This design comes from an exercise in tuning for small area, a short achievable clock period and few clock cycles on the open sky130 flow, not from production work.
Function was checked by simulation only, so behaviour that the tests miss may differ from the original.
Power and IR drop assume default switching activity.

==> amber <==
==> flow/design.v <==
`timescale 1ns / 1ps
package lru_pkg;
  localparam int FRAME_SLOTS_DEF = 16;
  localparam int PAGE_W       = 16;
  localparam int STAMP_W      = 32;
  localparam int FAULT_CNT_W  = 32;
  localparam int FRAME_USED_W = 4;
  localparam int FRAMES_W     = 5;
  localparam logic [FRAMES_W-1:0] FRAMES_RESET = 5'd3;
  localparam int CFG_DATA_W = 32;
  localparam int CFG_ADDR_W = 2;
  localparam logic [CFG_ADDR_W-1:0] ADDR_FRAMES_IN_USE = 2'd0;
  typedef struct packed {
    logic hit;     
    logic empty;   
  } scan_flags_t;
endpackage
`timescale 1ns / 1ps
`timescale 1ns / 1ps
`timescale 1ns / 1ps
module lru_page_replacement #(
  parameter int FRAME_SLOTS = lru_pkg::FRAME_SLOTS_DEF
) (
  input  logic                             clk,
  input  logic                             rst_n,
  input  logic                             in_valid,
  output logic                             in_ready,
  input  logic [lru_pkg::PAGE_W-1:0]       in_page_number,
  output logic                             out_valid,
  input  logic                             out_ready,
  output logic                             out_fault,
  output logic [lru_pkg::FRAME_USED_W-1:0] out_frame_used,
  output logic                             out_evicted_valid,
  output logic [lru_pkg::PAGE_W-1:0]       out_evicted_page,
  output logic [lru_pkg::FAULT_CNT_W-1:0]  out_fault_total,
  input  logic                             cfg_psel,
  input  logic                             cfg_penable,
  input  logic                             cfg_pwrite,
  input  logic [lru_pkg::CFG_ADDR_W-1:0]   cfg_paddr,
  input  logic [lru_pkg::CFG_DATA_W-1:0]   cfg_pwdata,
  output logic [lru_pkg::CFG_DATA_W-1:0]   cfg_prdata,
  output logic                             cfg_pready
);
  localparam int N  = FRAME_SLOTS;
  localparam int PW = lru_pkg::PAGE_W;
  localparam int IDX_W = (N > 1) ? $clog2(N) : 1;
  logic [lru_pkg::FRAMES_W-1:0] frames_r;
  logic                         cfg_wr;
  logic [N-1:0]                 active;
  logic [N-1:0]                 act_nxt;
  assign cfg_pready = 1'b1;
  assign cfg_wr     = cfg_psel && cfg_penable && cfg_pwrite
                      && (cfg_paddr == lru_pkg::ADDR_FRAMES_IN_USE);
  assign cfg_prdata = (cfg_paddr == lru_pkg::ADDR_FRAMES_IN_USE)
                      ? lru_pkg::CFG_DATA_W'(frames_r) : '0;
  always_comb begin
    for (int k = 0; k < N; k++) begin
      act_nxt[k] = (k == 0) || (32'(cfg_pwdata[lru_pkg::FRAMES_W-1:0]) > k);
    end
  end
  always_ff @(posedge clk) begin
    if (!rst_n) begin
      frames_r <= lru_pkg::FRAMES_RESET;
      active   <= N'((1 << lru_pkg::FRAMES_RESET) - 1);
    end else if (cfg_wr) begin
      frames_r <= cfg_pwdata[lru_pkg::FRAMES_W-1:0];
      active   <= act_nxt;
    end
  end
  logic [PW-1:0] page_r [N];
  logic [N-1:0]  valid_r;
  logic [N-1:0]  rec_r [N];
  logic          b_v, o_v;
  logic [PW-1:0] b_page;
  logic [N-1:0]  b_match;
  logic          go;
  logic          acc;
  logic          commit;
  logic [N-1:0]  use_vec;
  assign go       = !o_v || out_ready;
  assign in_ready = go;
  assign acc      = in_valid && go;
  assign commit   = go && b_v;
  logic [N-1:0] in_match;
  logic         in_eq;
  assign in_eq = (in_page_number == b_page);
  always_comb begin
    for (int k = 0; k < N; k++) begin
      in_match[k] = use_vec[k] ? in_eq
                    : (valid_r[k] && active[k] && (page_r[k] == in_page_number));
    end
  end
  always_ff @(posedge clk) begin
    if (!rst_n) begin
      b_v <= 1'b0;
    end else if (go) begin
      b_v <= acc;
    end
  end
  always_ff @(posedge clk) begin
    if (go) begin
      b_page  <= in_page_number;
      b_match <= in_match;
    end
  end
  logic [N-1:0] m_vec, hit_sel, emp_vec, emp_sel, lru_sel, fill_sel;
  logic         hit, any_emp;
  logic [PW-1:0] lru_page;
  assign m_vec   = b_match;
  assign hit     = |m_vec;
  assign emp_vec = ~valid_r & active;
  always_comb begin
    for (int k = 0; k < N; k++) begin
      hit_sel[k] = m_vec[k];
      for (int j = 0; j < k; j++) begin
        hit_sel[k] = hit_sel[k] && !m_vec[j];
      end
    end
  end
  logic [N-1:0] top;
  logic         any_f, last_emp;
  always_comb begin
    for (int k = 0; k < N; k++) begin
      emp_sel[k] = emp_vec[k] && ((k == 0) || valid_r[(k == 0) ? 0 : k - 1]);
      top[k]     = active[k] && ((k == N - 1) || !active[(k == N - 1) ? k : k + 1]);
    end
  end
  assign any_f    = |emp_vec;
  assign last_emp = |(emp_sel & top);
  always_ff @(posedge clk) begin
    if (!commit) begin
      any_emp <= any_f;
    end else if (!hit && last_emp) begin
      any_emp <= 1'b0;
    end
  end
  always_comb begin
    for (int i = 0; i < N; i++) begin
      lru_sel[i] = active[i];
      for (int j = 0; j < N; j++) begin
        if (j < i) begin
          lru_sel[i] = lru_sel[i] && rec_r[j][i];
        end else if (j > i) begin
          lru_sel[i] = lru_sel[i] && (!active[j] || !rec_r[i][j]);
        end
      end
    end
  end
  always_comb begin
    lru_page = '0;
    for (int k = 0; k < N; k++) begin
      lru_page = lru_page | (page_r[k] & {PW{lru_sel[k]}});
    end
  end
  assign fill_sel = any_emp ? emp_sel : lru_sel;
  assign use_vec  = (hit ? hit_sel : fill_sel) & {N{b_v}};
  always_ff @(posedge clk) begin
    for (int k = 0; k < N; k++) begin
      if (commit && !hit && fill_sel[k]) begin
        page_r[k] <= b_page;
      end
    end
  end
  always_ff @(posedge clk) begin
    if (!rst_n) begin
      valid_r <= '0;
    end else if (commit) begin
      valid_r <= valid_r | (fill_sel & {N{!hit}});
    end
  end
  always_ff @(posedge clk) begin
    for (int i = 0; i < N; i++) begin
      for (int j = i + 1; j < N; j++) begin
        if (commit && use_vec[i]) begin
          rec_r[i][j] <= 1'b1;
        end else if (commit && use_vec[j]) begin
          rec_r[i][j] <= 1'b0;
        end
      end
    end
  end
  function automatic logic [IDX_W-1:0] enc(input logic [N-1:0] v);
    enc = '0;
    for (int k = 0; k < N; k++) begin
      if (v[k]) begin
        enc = enc | IDX_W'(k);
      end
    end
  endfunction
  logic [IDX_W-1:0] use_idx;
  assign use_idx = hit ? enc(hit_sel) : (any_emp ? enc(emp_sel) : enc(lru_sel));
  logic                            fault_r;
  logic [lru_pkg::FRAME_USED_W-1:0] frame_used_r;
  logic                            ev_valid_r;
  logic [PW-1:0]                   ev_page_r;
  logic [lru_pkg::FAULT_CNT_W-1:0] fault_cnt_r;
  always_ff @(posedge clk) begin
    if (!rst_n) begin
      o_v <= 1'b0;
    end else if (go) begin
      o_v <= b_v;
    end
  end
  always_ff @(posedge clk) begin
    if (!rst_n) begin
      fault_cnt_r <= '0;
    end else if (commit && !hit && (fault_cnt_r != '1)) begin
      fault_cnt_r <= fault_cnt_r + 1'b1;
    end
  end
  always_ff @(posedge clk) begin
    if (commit) begin
      fault_r      <= !hit;
      frame_used_r <= lru_pkg::FRAME_USED_W'(use_idx);
      ev_valid_r   <= !hit && !any_emp;
      ev_page_r    <= (!hit && !any_emp) ? lru_page : '0;
    end
  end
  assign out_valid         = o_v;
  assign out_fault         = fault_r;
  assign out_frame_used    = frame_used_r;
  assign out_evicted_valid = ev_valid_r;
  assign out_evicted_page  = ev_page_r;
  assign out_fault_total   = fault_cnt_r;
endmodule
==> flow/flow/run.sh <==
#!/bin/bash
# Standard layout, with the port buffers made of plain buffers (buf_4)
# instead of the delay cells buffer_ports picks by default.
set -e
echo 'export BUFFER_PORTS_ARGS = -buffer_cell sky130_fd_sc_hd__buf_4' >> config.mk
bash standard.sh > standard.log 2>&1
==> flow/standard.sh <==
#!/bin/bash
# synth_recipe.tcl (not shown) runs the flow's synth.tcl, then flattens the netlist and writes it again
# the make line also repeats each setting of config.mk as NAME=value (left out here)
make -C /OpenROAD-flow-scripts/flow DESIGN_CONFIG=/design/flow/config.mk WORK_HOME=/design/flow/orfs CLKGATE_MAP_FILE= SYNTH_SCRIPT=/design/flow/synth_recipe.tcl "${@:-finish}"
==> flow/config.mk <==
export PLATFORM = sky130hd
export DESIGN_NAME = lru_page_replacement
export DESIGN_NICKNAME = lru_page_replacement
export VERILOG_FILES = /design/flow/design.v
export SDC_FILE = /design/flow/constraint.sdc
export NUM_CORES = 4
export LEC_CHECK = 0
export ABC_CLOCK_PERIOD_IN_PS = 2200
export CAP_MARGIN = 20
export CORE_MARGIN = 2
export CORE_UTILIZATION = 55
export SETUP_SLACK_MARGIN = 2.6
export SLEW_MARGIN = 20
export BUFFER_PORTS_ARGS = -buffer_cell sky130_fd_sc_hd__buf_4
==> flow/constraint.sdc <==
create_clock -name core_clock -period 5.0 [get_ports {clk}]
set_input_delay 1.0000 -clock core_clock [delete_from_list [all_inputs] [get_ports {clk}]]
set_output_delay 1.0000 -clock core_clock [all_outputs]
set_load 0.01 [all_outputs]
==> inputs of raven, as changes to amber <==
CTS_BUF_LIST = sky130_fd_sc_hd__clkbuf_8 sky130_fd_sc_hd__clkbuf_16   (was unset)
CTS_CLUSTER_DIAMETER = 60   (was unset)
CTS_CLUSTER_SIZE = 25   (was unset)
==> summary of the runs <==
raven produced a clean layout. amber completed without violations. In amber the total power is higher than in raven, by 4.5%. Between amber and raven, the lower via count is in raven (gap 0.97%, measured against raven). Against raven, the final cell count of amber is larger by about 1%. Of amber and raven, raven has the higher setup slack (gap 0.010 ns). Non-clock buffer count: amber is higher than raven (4). In amber the clock skew is lower than in raven, by 0.0081 ns. Of amber and raven, raven has the higher fmax (gap 0.40%, measured against raven). In raven the sequential share of layout area is higher than in amber, by 0.54 points.
Testbench counts of amber, summed over its fixed seeds: cycles 8,848.
Testbench counts of raven, summed over its fixed seeds: cycles 8,848.

[static timing again, ports no longer ideal]
The flow's constraints put no driver on any port. The routed layouts listed below were extracted and timed again, unchanged, in two steps.
Step 1 sets driving cells, clkbuf_16 on the clock port and buf_2 on the other inputs (assumed; they add their load-dependent delay and slew).
Step 2 times the ports against the registers' clock, not the clock port: input delays grow and output delays shrink by t, the midpoint of the rising clock arrivals with the driver on.
Three values: ideal ports, drivers, drivers and shift; two values: the first two.
run | t, ns | setup slack, ns | clock arrival spread, ns | cell pins on the clock port's net
amber | 0.666 | 2.449 / 2.449 / 1.847 | 0.042 / 0.042 | 1
raven | 0.657 | 2.460 / 2.441 / 1.841 | 0.051 / 0.051 | 1
After both steps every run listed still meets setup and hold. The setup slack of raven, which loses most, moves by -0.019 ns with the drivers and by -0.619 ns with both steps.
